Source: an optimization exercise on an open RTL-to-GDS flow (aim: small area, a short achievable clock period and few clock cycles per item). Production flows keep margins and buffers that such runs may drop.
Only simulation tests tie the RTL to the original design; equivalence was not proved.
Power figures rest on the tool's default switching activity, not on a simulated workload.

<file path="flow/constraint.sdc">
create_clock -name core_clock -period 10.0 [get_ports {clk_50}]
set_input_delay 2.0000 -clock core_clock [delete_from_list [all_inputs] [get_ports {clk_50}]]
set_output_delay 2.0000 -clock core_clock [all_outputs]
set_load 0.01 [all_outputs]
</file>
<file path="flow/run.sh">
#!/bin/bash
# synth_recipe.tcl (not shown) runs the flow's synth.tcl, then flattens the netlist and writes it again
# the make line also repeats each setting of config.mk as NAME=value (left out here)
make -C /OpenROAD-flow-scripts/flow DESIGN_CONFIG=/design/flow/config.mk WORK_HOME=/design/flow/orfs CLKGATE_MAP_FILE= SYNTH_SCRIPT=/design/flow/synth_recipe.tcl finish
</file>
<file path="flow/design.v">
package bet_pkg;
    function automatic integer t_prod_w(input integer cnt_w, input integer t_w);
        t_prod_w = cnt_w + t_w;
    endfunction
    function automatic integer bits_for(input integer n);
        bits_for = 0;
        while ((2 ** bits_for) < n) bits_for = bits_for + 1;
    endfunction
endpackage
module bet_flag_ram #(
    parameter int unsigned BLK_AW = 12,
    parameter int unsigned COL_W  = 6
) (
    input  logic                        clk,
    input  logic                        clr,
    input  logic                        set,
    input  logic [BLK_AW-1:0]           set_addr,
    input  logic [BLK_AW-COL_W-1:0]     rd_row,
    output logic [2**COL_W-1:0]         rd_data
);
    localparam int unsigned ROW_W = BLK_AW - COL_W;
    localparam int unsigned NROW  = 2 ** ROW_W;
    localparam int unsigned NCOL  = 2 ** COL_W;
    logic [NROW*NCOL-1:0] flags;
    logic [NROW-1:0]      row_set;
    logic [NCOL-1:0]      col_set;
    logic [NROW-1:0]      row_rd;
    always_comb begin
        for (int r = 0; r < NROW; r++) begin
            row_set[r] = set && (set_addr[BLK_AW-1:COL_W] == ROW_W'(r));
            row_rd[r]  = (rd_row == ROW_W'(r));
        end
        for (int c = 0; c < NCOL; c++) begin
            col_set[c] = (set_addr[COL_W-1:0] == COL_W'(c));
        end
    end
    always_ff @(posedge clk) begin
        for (int r = 0; r < NROW; r++) begin
            for (int c = 0; c < NCOL; c++) begin
                flags[r*NCOL+c] <= (flags[r*NCOL+c] & ~clr) | (row_set[r] & col_set[c]);
            end
        end
    end
    always_comb begin
        rd_data = '0;
        for (int r = 0; r < NROW; r++) begin
            rd_data = rd_data | (flags[r*NCOL +: NCOL] & {NCOL{row_rd[r]}});
        end
    end
endmodule
module bet_wear_leveler #(
    parameter int unsigned BLK_AW = 12,
    parameter int unsigned CNT_W  = 32,
    parameter int unsigned T_W    = 8,
    parameter int unsigned T      = 8
) (
    input  logic              clk_50,
    input  logic              rst,
    input  logic              wl_en,
    input  logic              erase_valid,
    input  logic [BLK_AW-1:0] erase_addr,
    output logic              erase_ready,
    output logic              gc_valid,
    output logic [BLK_AW-1:0] gc_addr,
    input  logic              gc_ready,
    output logic              busy,
    output logic [CNT_W-1:0]  e_cnt_o,
    output logic [CNT_W-1:0]  f_cnt_o
);
    localparam int unsigned NUM_BLK = 2 ** BLK_AW;
    localparam int unsigned COL_W   = (BLK_AW > 6) ? 6 : BLK_AW;
    localparam int unsigned ROW_W   = BLK_AW - COL_W;
    localparam int unsigned NCOL    = 2 ** COL_W;
    localparam int unsigned F_W     = BLK_AW + 1;
    localparam int unsigned T_PROD_W = bet_pkg::t_prod_w(CNT_W, T_W);
    localparam int unsigned TB_W    = bet_pkg::bits_for(T * NUM_BLK + 1);
    localparam int unsigned EW      = (TB_W < CNT_W) ? TB_W : CNT_W;
    localparam int unsigned DW      = EW + 2;
    localparam logic [CNT_W-1:0] E_SAT = CNT_W'(2 ** EW - 1);
    logic clr_q, run_q, req_q;
    logic owe_q;       
    logic full_q;      
    logic [CNT_W-1:0]     e_q;
    logic [F_W-1:0]       f_q;
    logic [F_W-1:0]       f1_q;       
    logic                 nf_q;
    logic signed [DW-1:0] d_q;        
    logic [BLK_AW-1:0]    sp_q;
    logic                 sp_x_q;
    logic                 cand_v_q;
    logic [NCOL-1:0]      row_q;      
    logic                 seval_q;    
    logic [ROW_W-1:0]     srow_q;     
    logic ready, hs;
    assign ready       = run_q & ~owe_q & ~full_q;
    assign erase_ready = ready;
    assign busy        = ~ready;
    assign gc_valid    = (req_q | owe_q) & cand_v_q;
    assign gc_addr     = sp_q;
    assign e_cnt_o     = e_q;
    assign f_cnt_o     = CNT_W'(nf_q ? f1_q : f_q);
    assign hs          = gc_valid & gc_ready;
    logic             acc;
    logic             clr;
    logic [ROW_W-1:0] rd_row;
    logic [NCOL-1:0]  rd_data;
    assign acc    = erase_valid & ready;
    assign clr    = clr_q | full_q;
    assign rd_row = ready ? erase_addr[BLK_AW-1:COL_W] : srow_q;
    bet_flag_ram #(
        .BLK_AW (BLK_AW),
        .COL_W  (COL_W)
    ) u_flag_ram (
        .clk      (clk_50),
        .clr      (clr),
        .set      (acc),
        .set_addr (erase_addr),
        .rd_row   (rd_row),
        .rd_data  (rd_data)
    );
    logic e_inc, nf, f_last, ge0, ge1;
    logic owe_if_new, owe_if_old;
    logic [NCOL-1:0] col_hit;
    logic signed [DW-1:0] d_now, d_inc;
    always_comb begin
        for (int c = 0; c < NCOL; c++) col_hit[c] = (erase_addr[COL_W-1:0] == COL_W'(c));
    end
    assign e_inc  = ~(|(e_q & ~E_SAT));
    assign d_now  = d_q - (nf_q ? DW'(T) : DW'(0));
    assign d_inc  = d_now + DW'(e_inc);
    assign nf     = ~(|(rd_data & col_hit));
    assign f_last = nf_q ? (f1_q == F_W'(NUM_BLK - 1)) : (f_q == F_W'(NUM_BLK - 1));
    assign ge0    = ~d_inc[DW-1];
    assign ge1    = ge0 & (d_inc[DW-2:0] >= (DW-1)'(T));
    assign owe_if_new = wl_en & ~f_last & ge1;
    assign owe_if_old = wl_en & ge0;
    logic [NCOL-1:0]   srch;
    logic [NCOL-1:0]   first;
    logic              s_found;
    logic [COL_W-1:0]  s_col;
    logic [BLK_AW-1:0] s_addr;
    logic              s_hit;      
    always_comb begin
        for (int c = 0; c < NCOL; c++) begin
            srch[c] = ~row_q[c] & ((COL_W'(c) > sp_q[COL_W-1:0]) |
                                   ((COL_W'(c) == sp_q[COL_W-1:0]) & ~sp_x_q));
        end
        for (int c = 0; c < NCOL; c++) begin
            first[c] = srch[c] & ~(|(srch & ((NCOL'(1) << c) - NCOL'(1))));
        end
        s_found = |srch;
        for (int b = 0; b < COL_W; b++) begin
            s_col[b] = 1'b0;
            for (int c = 0; c < NCOL; c++) begin
                if ((c >> b) & 1) s_col[b] = s_col[b] | first[c];
            end
        end
        s_hit = (erase_addr[BLK_AW-1:COL_W] == sp_q[BLK_AW-1:COL_W]) &
                (|(first & col_hit));
    end
    assign s_addr = {sp_q[BLK_AW-1:COL_W], s_col};
    logic [BLK_AW-1:0] sp_d;
    logic              sp_x_d, cand_v_d, seval_d, req_d;
    always_comb begin
        sp_d     = sp_q;
        sp_x_d   = sp_x_q;
        cand_v_d = cand_v_q;
        seval_d  = 1'b0;
        req_d    = req_q | owe_q;
        if (seval_q) begin
            if (s_found) begin
                sp_d     = s_addr;
                sp_x_d   = 1'b1;
                cand_v_d = ~(acc & s_hit);
            end else begin
                sp_d    = {sp_q[BLK_AW-1:COL_W] + ROW_W'(1), COL_W'(0)};
                sp_x_d  = 1'b0;
                seval_d = req_q;
            end
        end
        if (acc && cand_v_q && (erase_addr == sp_q)) begin
            cand_v_d = 1'b0;
            sp_x_d   = 1'b1;
        end
        if (req_d) begin
            if (cand_v_q) begin
                if (gc_ready) begin
                    req_d    = 1'b0;
                    cand_v_d = 1'b0;
                    sp_x_d   = 1'b1;
                    seval_d  = 1'b1;
                end
            end else if (!seval_q) begin
                seval_d = 1'b1;
            end
        end
    end
    always_ff @(posedge clk_50) begin
        row_q <= rd_data;
    end
    always_ff @(posedge clk_50 or negedge rst) begin
        if (!rst) begin
            clr_q    <= 1'b1;
            run_q    <= 1'b0;
            req_q    <= 1'b0;
            owe_q    <= 1'b0;
            full_q   <= 1'b0;
            e_q      <= '0;
            f_q      <= '0;
            f1_q     <= F_W'(1);
            nf_q     <= 1'b0;
            d_q      <= '0;
            sp_q     <= '0;
            sp_x_q   <= 1'b0;
            cand_v_q <= 1'b0;
            seval_q  <= 1'b0;
            srow_q   <= '0;
        end else if (clr) begin
            clr_q    <= 1'b0;
            run_q    <= 1'b1;
            req_q    <= 1'b0;
            owe_q    <= 1'b0;
            full_q   <= 1'b0;
            e_q      <= '0;
            f_q      <= '0;
            f1_q     <= F_W'(1);
            nf_q     <= 1'b0;
            d_q      <= '0;
            sp_q     <= '0;
            sp_x_q   <= 1'b0;
            cand_v_q <= 1'b1;
            seval_q  <= 1'b0;
            srow_q   <= '0;
        end else begin
            nf_q   <= acc & nf;
            full_q <= acc & nf & f_last;
            owe_q  <= acc & (nf ? owe_if_new : owe_if_old);
            if (nf_q) begin
                f_q  <= f1_q;
                f1_q <= f1_q + F_W'(1);
            end
            d_q <= (acc & e_inc) ? d_inc : d_now;
            if (acc && !(&e_q)) e_q <= e_q + CNT_W'(1);
            run_q    <= ~req_d;
            req_q    <= req_d;
            sp_q     <= sp_d;
            sp_x_q   <= sp_x_d;
            cand_v_q <= cand_v_d;
            seval_q  <= seval_d;
            srow_q   <= sp_d[BLK_AW-1:COL_W] + ROW_W'(seval_d);
        end
    end
endmodule
</file>
<file path="flow/config.mk">
export PLATFORM = sky130hd
export DESIGN_NAME = bet_wear_leveler
export DESIGN_NICKNAME = bet_wear_leveler
export VERILOG_FILES = /design/flow/design.v
export SDC_FILE = /design/flow/constraint.sdc
export NUM_CORES = 4
export LEC_CHECK = 0
export CAP_MARGIN = 30
export CORE_MARGIN = 2
export CORE_UTILIZATION = 25
export CTS_CLUSTER_DIAMETER = 120
export CTS_CLUSTER_SIZE = 20
export PLACE_DENSITY = 0.35
export SETUP_SLACK_MARGIN = 5
export SLEW_MARGIN = 45
</file>
==> results.txt <==
==> timing repair <==
action | 4_1_cts | 5_1_grt
setup buffers | 186 | 15
resized for setup | 575 | 55
gates cloned | 28 | 1
pin swaps | 109 | 13
setup endpoints to repair | 139 | 42
==> sequential cells by signal, summed over array words and instances (netlist names) <==
name              flops
clr_q                 1
full_q                1
seval_q               1
run_q                 1
row_q                64
req_q                 1
d_q                  18
f_q                  13
srow_q                6
owe_q                 1
sp_x_q                1
cand_v_q              1
nf_q                  1
e_q                  32
f1_q                 13
sp_q                 12
u_flag_ram.flags   4096
==> cell families after synthesis <==
logic type	count (synthesis)	synth area share [%]
AOI/OAI and AO/OA	7742	26.2
and+or+nand+nor	5935	15.9
DFF	4263	52.3
buffers and inverters	2068	4.81
xor gates and xnor gates	78	0.416
muxes	43	0.277
adders and majority gates	11	0.0808
other	1	0.00228
==> power groups by stage <==
stage               combinational (mW)  clock (mW)  sequential (mW)
floorplan                        0.646           0             17.4
global placement                  1.56           0             17.4
detailed placement                1.61           0             17.4
CTS                               1.82        11.1             17.0
global route                      1.88        11.6             17.0
finish                            1.93        11.0             17.0
==> through the flow <==
step           setup TNS (ps)  cells
5_1_grt                     0  28314
2_1_floorplan               0  20160
3_3_place_gp             -109  27679
3_5_place_dp                0  27729
4_1_cts                     0  28215
6_report                    0  28723
==> layer usage <==
layer / up-vias / wire [µm] / global-route usage [%]
li1: 70046 / - / -
met5: - / 421 / 0
met1: 91628 / 519000 / 48.8
met2: 15708 / 543000 / 53.6
met3: 3793 / 159000 / 11.6
met4: 57 / 93000 / 24.5
==> Yosys cell counts (57+ instances only) <==
cell      instances
nor4_1          183
dfrtp_1         101
a221oi_1         77
nor2_1          241
nor3_1          205
a22oi_1         640
dfxtp_1        4160
nand2_1        4176
a21oi_1         168
a22o_1          371
o22ai_1          57
o21ai_0        6170
nand3_1          92
clkbuf_1       1935
nand4_1         663
==> layout make-up <==
cell class | instances | area, µm²
Antenna cell | 475 | 1190
Clock buffer | 251 | 6010
Clock inverter | 21 | 324
Fill cell | 70345 | 462000
Inverter | 37 | 155
Multi-Input combinational cell | 13833 | 74700
Sequential cell | 4263 | 85900
Tap cell | 8671 | 10800
Timing Repair Buffer | 1169 | 13200
Timing Repair inverter | 3 | 40.0
==> worst reg2reg max path: stages, from the launching register on <==
cell       delay [ps]
dfrtp_2           860
nand4bb_1         520
nor3_2            110
buf_8             250
buf_6             370
o21ai_0           210
nand4_1           200
nor4_4            830
buf_4             240
nand4_1           230
a22oi_2           250
nand4_1           660
nor4_2            450
nand4_1           180
buf_6             210
buf_6             140
o2111a_1          220
==> worst paths after layout <==
kind | startpoint | endpoint | slack [ps] | cells past startpoint
worst max-delay path | erase_addr[7] | owe_q | 3830 | 17
worst min-delay path | u_flag_ram.flags[362] | u_flag_ram.flags[362] | 460 | 2
worst max register to register | srow_q[4] | owe_q | 3950 | 16
worst min register to register | u_flag_ram.flags[362] | u_flag_ram.flags[362] | 460 | 2
max in group asynchronous | rst | d_q[10] | 7770 | 3
min in group asynchronous | rst | e_q[18] | 770 | 1
==> layout by cell type (no fill, tap or decap), types with 34 or more instances in the layout <==
| master | netlist | layout |
|---|---|---|
| nand2_2 | 0 | 40 |
| o21ai_0 | 6170 | 6116 |
| nand4_1 | 663 | 663 |
| buf_8 | 0 | 34 |
| a22o_1 | 371 | 367 |
| o21ai_1 | 4 | 48 |
| dfrtp_1 | 101 | 95 |
| inv_1 | 36 | 36 |
| buf_4 | 25 | 645 |
| a22oi_1 | 640 | 608 |
| or2_2 | 31 | 39 |
| nand2_1 | 4176 | 4046 |
| nor2_2 | 0 | 37 |
| or2_4 | 0 | 35 |
| nand3_1 | 92 | 88 |
| nor3_2 | 0 | 126 |
| a21oi_1 | 168 | 157 |
| a221oi_1 | 77 | 64 |
| nand2_4 | 0 | 35 |
| nor4_1 | 183 | 120 |
| xor2_1 | 49 | 49 |
| nand2_8 | 0 | 56 |
| buf_12 | 0 | 146 |
| a222oi_1 | 52 | 52 |
| nor4_2 | 0 | 41 |
| dfxtp_1 | 4160 | 4160 |
| diode_2 | 0 | 475 |
| nor3_1 | 205 | 64 |
| buf_16 | 0 | 51 |
| nor2_1 | 241 | 187 |
| clkdlybuf4s50_1 | 0 | 63 |
| o22ai_1 | 57 | 52 |
| buf_6 | 3 | 198 |
| clkbuf_16 | 0 | 240 |
==> reports/results.txt <==
Run status: failed layout checks
Fail Reasons: antenna violations
Max Cap Viol: 0
Critical Path Fanout Max: 37
Critical path's most frequent cell: nand4_1
Comb power frac: 6.4%
Clock Power Share: 36.8%
Fin crit share: 61.7%
Synth-to-Final Area Change: 17.2%
Iter 0 DRT Violations: 35.4k
Worst slew pin tran: 1090 ps
Sequential area share after synthesis: 52.3%
Vias/cell: 6.31
Number of global-route vias before repair: 156k
Synthesized flop and latch total: 4263
Worst EP arrival: 7180 ps
Placed Area: 179000 µm²
Skew-Pair Late Insertion Delay: 1130 ps
Starting Density: 25.1%
Row cnt: 297
Critical path startpoint category: primary input
Peak supply drop: 170 µV
Largest area contributor in the netlist: dfxtp_1
GRT overflow: 0
Synthesized area: 164000 µm²
Worst setup margin: 3830 ps
Crit Path Class: primary input to flop
Die span in y: 814 µm
Layout cells sized above 1: 10.4%
Nature of the critical path endpoint: flop
Post-DRT Antenna Nets: 3
Drt drc: 0
Clock transition at path regs: 90 ps
DP Worst Slack: 894 ps
Post-synth EDFFs: 0
Cts bufs inserted: 238
Psw: 8.24 mW
I/O Pins: 96
Yosys cell types: 91
Crit-path cells: buf_6, buf_12, nand4bb_1, nor3_2, buf_12, o21ai_1, nand4_1, nor4_4, buf_4, nand4_1, a22oi_2, nand4_1, nor4_2, nand4_1, buf_6, buf_6, o2111a_1
Initial antenna violation count: 416
Vias: 181k
First-pass iteration count of the detailed router: 9
CTS tree: done
# port buffers: 76
Int Pwr: 21.7 mW
Most used DFF post-synth: dfxtp_1
Post-Syn Instances: 20.1k
Fin. Hold Viols: 0
CTS Buffer Depth: 4
CTS Root Cell: clkbuf_16
Global-route wire length before repair: 1670 mm
CP max-delay cell: nor4_4
Warnings, synthesis: 2
Overall power: 30.0 mW
Largest net degree at the start of global routing: 163
Core Util, Final: 29.4%
Leak pwr: 63.5 nW
PD cells: 156 nW/µm²
Cts hold-fix bufs: 0
Synth top area share: 50.7%
Worst path max stage delay: 830 ps
Final instance area: 192000 µm²
Syn_area_per_cell: 8.15 µm²
Slew Limit Headroom: 27.0%
Final setup viols: 0
Die Area: 663000 µm²
Min Tclk post-route: 6170 ps
Fraction of registers with async set/reset: 2.42%
Total track usage: 37.6%
Worst path required time: 11010 ps
Final WL: 1310 mm
Crit path buf inv count: 6
Synth top area cells: dfxtp_1 51%, o21ai_0 19%, nand2_1 9.5%
Setup Skew: 113 ps
# H-tree levels: 4
RSZ-0062 raised after global routing: true
Fin nets: 19.6k
Clock sinks: 4263
Hold_ws: 455 ps
Routability cong.: 1.03
Worst Hold Class: flop to flop
Sw frac: 27.5%
Core Region: 654000 µm²
Fin. max-slew vios: 0
CP delay by family, top: simple AND/OR/NAND/NOR gates
Wire per inst: 45.8 µm
Fmax: 162 MHz
Detail Placement HPWL: 796 mm
Die width: 814 µm
Flop pwr share: 56.8%
Testbench counts, summed over its fixed seeds: cycles 292,758, erases 262,848.

-- afterwards: timing with drivers on the ports --
No port has a modelled driver above. Below, the same layout with a new extraction and two added sets of constraints. Step 1, drivers: a clkbuf_16 drives clk_50 and a buf_2 each remaining input, both assumed. Step 2, shift: input delay + t, output delay - t, t = (earliest + latest rising clock arrival at the registers) / 2. This alone moves slack from input paths to output paths. Three values: no drivers, after step 1, after step 2; two values: the first two.
t, ns: 1.218
setup WS [ns]: 3.834 / 3.839 / 2.621
worst setup path at the end: input to register
latest minus earliest clock arrival (ns): 0.120 / 0.120
worst data-port slew with drivers (ns): 0.24
For this run, drivers alone change the setup slack by +0.005 ns; drivers and shift together by -1.213 ns.
